Context: an optimization exercise on an open-source flow, tuned for small area, a short achievable clock period and few clock cycles per item. The choices shown serve that exercise and are no tape-out recipe. The RTL was checked by simulation tests, not by an equivalence proof against the original design.

File: design/flow/config.mk
export PLATFORM = sky130hd
export DESIGN_NAME = ppg_beat_trough_detector
export DESIGN_NICKNAME = ppg_beat_trough_detector
export VERILOG_FILES = /design/flow/design.v
export SDC_FILE = /design/flow/constraint.sdc
export NUM_CORES = 4
export LEC_CHECK = 0
export CAP_MARGIN = 20
export CORE_MARGIN = 2
export CORE_UTILIZATION = 40
export SLEW_MARGIN = 20
File: design/flow/constraint.sdc
create_clock -name core_clock -period 21.0 [get_ports {clk_i}]
set_input_delay 4.2000 -clock core_clock [delete_from_list [all_inputs] [get_ports {clk_i}]]
set_output_delay 4.2000 -clock core_clock [all_outputs]
set_load 0.01 [all_outputs]
File: design/flow/design.v
package pbtd_pkg;
  localparam int unsigned SAMPLE_BITS = 18;
  localparam int unsigned FRAC_BITS   = 16;
  localparam int unsigned ALPHA_BITS  = 16;
  localparam int unsigned WL_BITS     = 10;
  localparam int unsigned THR_BITS    = 19;
  localparam int unsigned REF_BITS    = 8;
  localparam int unsigned AC_BITS     = 19;
  localparam int unsigned DC_BITS     = SAMPLE_BITS + FRAC_BITS;
  localparam int unsigned ACF_BITS    = DC_BITS + 2;
  localparam int unsigned ACI_BITS    = ACF_BITS - FRAC_BITS;
  localparam int unsigned PROD_BITS   = DC_BITS + ALPHA_BITS;
  localparam int unsigned IN_TDATA_W  = 24;
  localparam int unsigned OUT_TDATA_W = 24;
  localparam int unsigned CFG_IDX_W   = 3;
  localparam int unsigned CFG_DATA_W  = 19;
  localparam logic [ALPHA_BITS-1:0]      ALPHA_FAST_RST = ALPHA_BITS'(3277);
  localparam logic [ALPHA_BITS-1:0]      ALPHA_SLOW_RST = ALPHA_BITS'(66);
  localparam logic [WL_BITS-1:0]         WARMUP_LEN_RST = WL_BITS'(200);
  localparam logic signed [THR_BITS-1:0] TROUGH_THR_RST = THR_BITS'(-500);
  localparam logic [REF_BITS-1:0]        REFRACT_RST    = REF_BITS'(40);
  localparam logic signed [ACI_BITS-1:0] AC_MAX = ACI_BITS'((2 ** (AC_BITS - 1)) - 1);
  localparam logic signed [ACI_BITS-1:0] AC_MIN = -AC_MAX;
  typedef enum logic [CFG_IDX_W-1:0] {
    CFG_ALPHA_FAST  = 3'd0,
    CFG_ALPHA_SLOW  = 3'd1,
    CFG_WARMUP_LEN  = 3'd2,
    CFG_TROUGH_THR  = 3'd3,
    CFG_REFRACT_LEN = 3'd4
  } cfg_idx_e;
  typedef struct packed {
    logic [ALPHA_BITS-1:0]      alpha_fast;
    logic [ALPHA_BITS-1:0]      alpha_slow;
    logic [WL_BITS-1:0]         warmup_len;
    logic signed [THR_BITS-1:0] trough_threshold;
    logic [REF_BITS-1:0]        refractory_len;
  } cfg_t;
  typedef struct packed {
    logic signed [ACF_BITS-1:0] ac;
    logic                       warm;
  } dc_res_t;
endpackage
module pbtd_cfg_regs (
  input  logic                           clk_i,
  input  logic                           rst_ni,
  input  logic                           cfg_valid_i,
  output logic                           cfg_ready_o,
  input  logic [pbtd_pkg::CFG_IDX_W-1:0]  cfg_index_i,
  input  logic [pbtd_pkg::CFG_DATA_W-1:0] cfg_data_i,
  output pbtd_pkg::cfg_t                 cfg_o
);
  pbtd_pkg::cfg_t cfg_q, cfg_d;
  assign cfg_ready_o = 1'b1;
  always_comb begin
    cfg_d = cfg_q;
    if (cfg_valid_i) begin
      case (cfg_index_i)
        pbtd_pkg::CFG_ALPHA_FAST:  cfg_d.alpha_fast       = cfg_data_i[pbtd_pkg::ALPHA_BITS-1:0];
        pbtd_pkg::CFG_ALPHA_SLOW:  cfg_d.alpha_slow       = cfg_data_i[pbtd_pkg::ALPHA_BITS-1:0];
        pbtd_pkg::CFG_WARMUP_LEN:  cfg_d.warmup_len       = cfg_data_i[pbtd_pkg::WL_BITS-1:0];
        pbtd_pkg::CFG_TROUGH_THR:  cfg_d.trough_threshold = $signed(cfg_data_i[pbtd_pkg::THR_BITS-1:0]);
        pbtd_pkg::CFG_REFRACT_LEN: cfg_d.refractory_len   = cfg_data_i[pbtd_pkg::REF_BITS-1:0];
        default: ;  
      endcase
    end
  end
  always_ff @(posedge clk_i or negedge rst_ni) begin
    if (!rst_ni) begin
      cfg_q.alpha_fast       <= pbtd_pkg::ALPHA_FAST_RST;
      cfg_q.alpha_slow       <= pbtd_pkg::ALPHA_SLOW_RST;
      cfg_q.warmup_len       <= pbtd_pkg::WARMUP_LEN_RST;
      cfg_q.trough_threshold <= pbtd_pkg::TROUGH_THR_RST;
      cfg_q.refractory_len   <= pbtd_pkg::REFRACT_RST;
    end else begin
      cfg_q <= cfg_d;
    end
  end
  assign cfg_o = cfg_q;
endmodule
module pbtd_dc_track (
  input  logic                             clk_i,
  input  logic                             rst_ni,
  input  logic                             adv_i,
  input  logic [pbtd_pkg::SAMPLE_BITS-1:0] sample_i,
  input  pbtd_pkg::cfg_t                   cfg_i,
  output pbtd_pkg::dc_res_t                res_o
);
  logic [pbtd_pkg::DC_BITS-1:0]   dc_q, dc_d;
  logic [pbtd_pkg::WL_BITS-1:0]   cnt_q, cnt_d;
  logic [pbtd_pkg::WL_BITS-1:0]   len;
  logic [pbtd_pkg::WL_BITS:0]     cnt_inc;
  logic                 first;
  logic                 warm;
  logic [pbtd_pkg::DC_BITS-1:0]   x;
  logic                 above;
  logic [pbtd_pkg::DC_BITS-1:0]   mag;
  logic [pbtd_pkg::ALPHA_BITS-1:0] alpha;
  logic [pbtd_pkg::PROD_BITS-1:0] prod;
  logic [pbtd_pkg::PROD_BITS:0]   prod_rnd;
  assign len     = (cfg_i.warmup_len == '0) ? pbtd_pkg::WL_BITS'(1) : cfg_i.warmup_len;
  assign first   = (cnt_q == '0);
  assign cnt_inc = {1'b0, cnt_q} + (pbtd_pkg::WL_BITS+1)'(1);
  assign cnt_d   = (cnt_inc > {1'b0, len}) ? len : cnt_inc[pbtd_pkg::WL_BITS-1:0];
  assign warm    = (cnt_d >= len);
  assign x        = {sample_i, {pbtd_pkg::FRAC_BITS{1'b0}}};
  assign above    = (x >= dc_q);
  assign mag      = above ? (x - dc_q) : (dc_q - x);
  assign alpha    = warm ? cfg_i.alpha_slow : cfg_i.alpha_fast;
  assign prod     = pbtd_pkg::PROD_BITS'(mag) * pbtd_pkg::PROD_BITS'(alpha);
  assign prod_rnd = {1'b0, prod} + (pbtd_pkg::PROD_BITS+1)'((2 ** pbtd_pkg::ALPHA_BITS) - 1);
  always_comb begin
    if (first) begin
      dc_d = x;
    end else if (above) begin
      dc_d = dc_q + prod[pbtd_pkg::PROD_BITS-1:pbtd_pkg::ALPHA_BITS];
    end else begin
      dc_d = dc_q - prod_rnd[pbtd_pkg::PROD_BITS-1:pbtd_pkg::ALPHA_BITS];
    end
  end
  always_ff @(posedge clk_i or negedge rst_ni) begin
    if (!rst_ni) begin
      dc_q  <= '0;
      cnt_q <= '0;
    end else if (adv_i) begin
      dc_q  <= dc_d;
      cnt_q <= cnt_d;
    end
  end
  assign res_o.ac   = $signed({2'b00, x}) - $signed({2'b00, dc_d});
  assign res_o.warm = warm;
endmodule
module pbtd_beat_detect (
  input  logic                                clk_i,
  input  logic                                rst_ni,
  input  logic                                adv_i,
  input  pbtd_pkg::dc_res_t                   res_i,
  input  pbtd_pkg::cfg_t                      cfg_i,
  output logic                                beat_o,
  output logic signed [pbtd_pkg::AC_BITS-1:0] ac_level_o
);
  logic signed [pbtd_pkg::ACF_BITS-1:0] prev_ac_q;
  logic [pbtd_pkg::REF_BITS-1:0]        refr_q, refr_d;
  logic signed [pbtd_pkg::ACF_BITS-1:0] thr;
  logic signed [pbtd_pkg::ACI_BITS-1:0] ac_int;
  logic                       hit;
  assign thr = $signed({{(pbtd_pkg::ACF_BITS-pbtd_pkg::THR_BITS-pbtd_pkg::FRAC_BITS){cfg_i.trough_threshold[pbtd_pkg::THR_BITS-1]}},
                        cfg_i.trough_threshold, {pbtd_pkg::FRAC_BITS{1'b0}}});
  assign hit = (prev_ac_q < thr) && (res_i.ac > prev_ac_q);
  always_comb begin
    refr_d = refr_q;
    beat_o = 1'b0;
    if (res_i.warm) begin
      if (refr_q != '0) begin
        refr_d = refr_q - pbtd_pkg::REF_BITS'(1);
      end else if (hit) begin
        beat_o = 1'b1;
        refr_d = cfg_i.refractory_len;
      end
    end
  end
  always_ff @(posedge clk_i or negedge rst_ni) begin
    if (!rst_ni) begin
      prev_ac_q <= '0;
      refr_q    <= '0;
    end else if (adv_i) begin
      prev_ac_q <= res_i.ac;
      refr_q    <= refr_d;
    end
  end
  assign ac_int = res_i.ac[pbtd_pkg::ACF_BITS-1:pbtd_pkg::FRAC_BITS];
  always_comb begin
    if (ac_int > pbtd_pkg::AC_MAX) begin
      ac_level_o = pbtd_pkg::AC_MAX[pbtd_pkg::AC_BITS-1:0];
    end else if (ac_int < pbtd_pkg::AC_MIN) begin
      ac_level_o = pbtd_pkg::AC_MIN[pbtd_pkg::AC_BITS-1:0];
    end else begin
      ac_level_o = ac_int[pbtd_pkg::AC_BITS-1:0];
    end
  end
endmodule
module ppg_beat_trough_detector (
  input  logic                                clk_i,
  input  logic                                rst_ni,
  input  logic                                s_axis_tvalid,
  output logic                                s_axis_tready,
  input  logic [pbtd_pkg::IN_TDATA_W-1:0]     s_axis_tdata,
  output logic                                m_axis_tvalid,
  input  logic                                m_axis_tready,
  output logic [pbtd_pkg::OUT_TDATA_W-1:0]    m_axis_tdata,
  input  logic                                cfg_valid_i,
  output logic                                cfg_ready_o,
  input  logic [pbtd_pkg::CFG_IDX_W-1:0]      cfg_index_i,
  input  logic [pbtd_pkg::CFG_DATA_W-1:0]     cfg_data_i
);
  pbtd_pkg::cfg_t                     cfg;
  pbtd_pkg::dc_res_t                  dc_res;
  logic                     in_vld_q;
  logic [pbtd_pkg::SAMPLE_BITS-1:0]   sample_q;
  logic                     out_vld_q;
  logic                     beat;
  logic signed [pbtd_pkg::AC_BITS-1:0] ac_level;
  logic                     beat_q;
  logic [pbtd_pkg::AC_BITS-1:0]       ac_level_q;
  logic                     warm_q;
  logic                     adv;
  logic                     in_take;
  assign adv           = in_vld_q && (!out_vld_q || m_axis_tready);
  assign s_axis_tready = !in_vld_q || adv;
  assign in_take       = s_axis_tvalid && s_axis_tready;
  always_ff @(posedge clk_i or negedge rst_ni) begin
    if (!rst_ni) begin
      in_vld_q  <= 1'b0;
      out_vld_q <= 1'b0;
    end else begin
      if (s_axis_tready) begin
        in_vld_q <= s_axis_tvalid;
      end
      if (adv) begin
        out_vld_q <= 1'b1;
      end else if (m_axis_tready) begin
        out_vld_q <= 1'b0;
      end
    end
  end
  always_ff @(posedge clk_i) begin
    if (in_take) begin
      sample_q <= s_axis_tdata[pbtd_pkg::SAMPLE_BITS-1:0];
    end
    if (adv) begin
      beat_q     <= beat;
      ac_level_q <= ac_level;
      warm_q     <= dc_res.warm;
    end
  end
  pbtd_cfg_regs u_cfg (
    .clk_i       (clk_i),
    .rst_ni      (rst_ni),
    .cfg_valid_i (cfg_valid_i),
    .cfg_ready_o (cfg_ready_o),
    .cfg_index_i (cfg_index_i),
    .cfg_data_i  (cfg_data_i),
    .cfg_o       (cfg)
  );
  pbtd_dc_track u_dc (
    .clk_i    (clk_i),
    .rst_ni   (rst_ni),
    .adv_i    (adv),
    .sample_i (sample_q),
    .cfg_i    (cfg),
    .res_o    (dc_res)
  );
  pbtd_beat_detect u_beat (
    .clk_i      (clk_i),
    .rst_ni     (rst_ni),
    .adv_i      (adv),
    .res_i      (dc_res),
    .cfg_i      (cfg),
    .beat_o     (beat),
    .ac_level_o (ac_level)
  );
  assign m_axis_tvalid = out_vld_q;
  assign m_axis_tdata  = {(pbtd_pkg::OUT_TDATA_W-pbtd_pkg::AC_BITS-2)'(0), warm_q, ac_level_q, beat_q};
endmodule
File: design/flow/run.sh
#!/bin/bash
# synth_recipe.tcl (not shown) runs the flow's synth.tcl, then flattens the netlist and writes it again
# the make line also repeats each setting of config.mk as NAME=value (left out here)
make -C /OpenROAD-flow-scripts/flow DESIGN_CONFIG=/design/flow/config.mk WORK_HOME=/design/flow/orfs CLKGATE_MAP_FILE= SYNTH_SCRIPT=/design/flow/synth_recipe.tcl finish
==> run summary <==
registers in the layout (all words and copies together) (netlist names):
register / flops
ac_level_q: 19
beat_q: 1
in_vld_q: 1
out_vld_q: 1
sample_q: 18
u_beat.prev_ac_q: 34
u_beat.refr_q: 8
u_cfg.cfg_q: 69
u_dc.cnt_q: 10
u_dc.dc_q: 34
warm_q: 1
per-stage QoR:
stage / TNS [ns] / area, um2
2_1_floorplan: 0 / 34000
6_report: 0 / 37300
3_3_place_gp: 0 / 36500
3_5_place_dp: -0.0412 / 36500
4_1_cts: 0 / 37200
5_1_grt: -0.0561 / 37300
final timing paths:
check | depth (start not counted) | slack [ns] | endpoint
max | 87 | 0.86 | u_beat.refr_q[0]
min | 1 | 0.50 | u_cfg.cfg_q[61]
max reg2reg | 87 | 0.86 | u_beat.refr_q[0]
min reg2reg | 1 | 0.50 | u_cfg.cfg_q[61]
max in group asynchronous | 2 | 15.75 | u_dc.cnt_q[0]
min in group asynchronous | 1 | 3.86 | u_beat.prev_ac_q[24]
kinds of logic (layout without fill, tap and decap cells):
logic type | Yosys count | after routing | synth area share, %
AOI/OAI and AO/OA | 650 | 650 | 12.7
and+or+nand+nor | 1273 | 1273 | 17.3
adders and majority gates | 737 | 737 | 37.1
buffers and inverters | 813 | 903 | 9.11
muxes | 128 | 128 | 4.15
xor gates and xnor gates | 176 | 176 | 4.54
other | 2 | 4 | 0.0221
DFF | 196 | 196 | 15.1
Yosys cell counts, types with 39 or more instances:
cell type	count
inv_1	655
nand2_1	586
fa_1	448
ha_1	289
nor2_1	254
o21ai_0	163
a21oi_1	138
dfrtp_1	131
clkbuf_1	130
xnor2_1	114
a21o_1	100
mux2_2	94
and2_1	87
nor3_1	62
xor2_1	62
nand3_1	55
nand4_1	41
edfxtp_1	39
worst max-delay path: cells and delay by family (launching register included):
kind,cells,cell delay [ns]
flops,1,0.43
simple gates,23,4.48
compound gates,34,6.90
xor+xnor,3,0.56
mux,2,0.59
fa+ha+maj,14,5.73
buf+inv,11,1.29
layout make-up:
cell class                 instances  area [um2]  share of cell area [%]
tap                             1134        1420                    3.80
timing repair buffer             215        1840                    4.92
multi-input combinational       2968       25900                    69.3
clock inverter                    15         186                   0.499
inverter                         656        2460                    6.60
sequential                       196        5130                    13.8
clock buffer                      17         425                    1.14
per-layer routing:
layer,track usage [%],vias to the layer above
met2,37.0,783
met1,32.7,13794
met4,6.50,0
met5,0,-
met3,3.29,132
li1,-,13113
what timing repair did:
item	in CTS	in global routing
pin swaps	1	4
setup buffers	4	6
cloned	0	0
endpoints found under the setup margin	2	9
gates resized for setup	0	26
==> qor.txt <==
STA
------------------------------------------------------------------------------------
Final-report setup violation count ....................................            0
Max-Slew Margin vs Limit ..............................................        24.1%
Worst path setup slack after routing ..................................     0.858 ns
Number of pins exceeding their max-slew limit in the final report .....            0
Actual slew at the worst max-slew pin .................................      1.13 ns
Part of the cycle the worst path needs ................................        95.9%
Minimum period implied by the final worst setup slack .................     20.14 ns
Worst hold-check slack ................................................     0.505 ns
Max Fclk ..............................................................     49.6 MHz
Clock Skews ...........................................................    0.0135 ns
Final-report hold violation count .....................................            0

YOSYS
------------------------------------------------------------------------------------
Primary flip-flop cell chosen by synthesis mapping ....................      dfrtp_1
Post-Synthesis Cell Area ..............................................   0.0339 mm2
Gate count of the mapped netlist ......................................        3,975
Yosys top cell area share .............................................        26.4%
FF+latch count, synth .................................................          196
Number of synthesized flops with an enable pin ........................           39
Top cells by area, synth .............................................. fa_1 26%, ha_1 11%, dfrtp_1 9.7%, inv_1 7.2%, nand2_1 6.5%
Mean cell area of the mapped netlist ..................................     8.54 um2
Number of distinct library cells after synthesis ......................          104
Cell taking the most area after synthesis .............................         fa_1
Sequential cell area fraction in the yosys report .....................        15.1%
Yosys warns ...........................................................            4
Fraction of registers with async set or reset after synthesis .........        80.1%

FINAL LAYOUT
------------------------------------------------------------------------------------
Antenna cell count ....................................................            0
Number of nets in the final layout ....................................        4,842
Area added between synthesis and finish ...............................        9.96%
Commonest non-fill, non-tap cells in the layout ....................... 654 x inv_1, 584 x nand2_1, 448 x fa_1
# fillers .............................................................        8,453
Fraction of layout instances using a drive strength above 1 ...........        9.05%
Post-layout util ......................................................        44.5%
Most common library cell in the layout ignoring fill and taps .........        inv_1
Number of cells in the finished layout apart from fillers .............        5,201

GLOBAL ROUTING
------------------------------------------------------------------------------------
Total overflow reported by the global router ..........................            0
Number of antenna violations at the first check in global routing .....            1
Total global routing track utilization ................................        23.1%
Global-route wire length before repair ................................       158 mm
Largest net degree at the start of global routing .....................           98
Number of global-route vias before repair .............................       28,319

RUN
------------------------------------------------------------------------------------
Max cap viols .........................................................            0

CRITICAL PATH
------------------------------------------------------------------------------------
Crit path arrival time ................................................     20.49 ns
First element of the critical path .................................... u_dc.cnt_q[0]
CP max FO .............................................................           11
Type of element launching the critical path ...........................         flop
Slowest Stage Delay on Critical Path ..................................      0.59 ns
Critical path required time ...........................................     21.35 ns
Type of the worst setup path .......................................... flop to flop
Most used cell along the critical path ................................       o21a_1
Slowest CP cell .......................................................         fa_1
Element type at the critical path end .................................         flop
Source of the worst register-to-register timing path .................. u_dc.cnt_q[0]

CTS
------------------------------------------------------------------------------------
Clock transition at the registers of the reported paths ...............      0.08 ns
Cts bufs inserted .....................................................           17
CTS Root Buffer Type ..................................................    clkbuf_16
Largest buffer count on any clock path ................................            2
Clock tree from TritonCTS .............................................          yes
Clock latency reported for the late side of the worst-skew pair .......      0.47 ns
# hold bufs at CTS ....................................................            0
Number of sinks on the clock net ......................................          196
Number of levels the H-tree was split into ............................            4

DRT
------------------------------------------------------------------------------------
Post-route ant nets ...................................................            0
Via count of the routed design ........................................       27,822
Drt via density .......................................................         5.35
DR WL met2 ............................................................      44.5 mm
Final routed wirelength across all metal layers .......................      97.3 mm
Routed len/inst .......................................................      18.7 um
Number of DRC markers after the initial detailed-route iteration ......        1,678
Detailed-routed wire length on met3 ...................................      5.58 mm
Detailed-routing iteration count for the pre-antenna-repair pass ......            5
Residual DRC ..........................................................            0
Routed met1 length ....................................................      44.5 mm
Topmost layer with routed signal wires ................................         met4

RUN STATUS
------------------------------------------------------------------------------------
Result of the run ..................................................... finished clean

PLACED DESIGN
------------------------------------------------------------------------------------
Detailed placement HPWL ...............................................      78.5 mm
Weighted congestion at the end of routability-driven global placement .        0.925
Worst setup timing slack at the placement stage .......................   -0.0254 ns
Number of cells after detailed placement ..............................        5,159
Number of buffers inserted by port buffering ..........................           67

DIE
------------------------------------------------------------------------------------
Overall die height ....................................................       295 um
Core Region ...........................................................   0.0838 mm2
Initial cell density of the core ......................................        40.5%
Row cnt ...............................................................          106
Die area ..............................................................   0.0872 mm2
Die span in x .........................................................       295 um
I/O Pins ..............................................................           78

MIN PATH
------------------------------------------------------------------------------------
HP Start .............................................................. u_cfg.cfg_q[61]
Worst hold-check path type ............................................ flop to flop

Testbench counts, summed over its fixed seeds: cycles 16,064, items 16,000.

separate check: timing with driven ports:
The results above use ideal ports. As a check the final layout listed here was re-extracted and re-timed, cells and wires unchanged.
Step 1: set_driving_cell puts a clkbuf_16 on clk_i and a buf_2 on each other input, an assumption about the parent block.
Step 2 also shifts input and output timing later by t, the mid clock arrival at the registers, as if the neighbouring blocks saw the same clock.
Three values: no drivers, after step 1, after step 2; two values: the first two.
t, ns: 0.516
setup slack, ns: 0.858 / 0.858 / 0.858
slew at the worst register clock pin (ns): 0.08 / 0.08
After both steps this run still meets setup and hold. For this run, drivers alone change the setup slack by 0.000 ns; drivers and shift together by 0.000 ns.
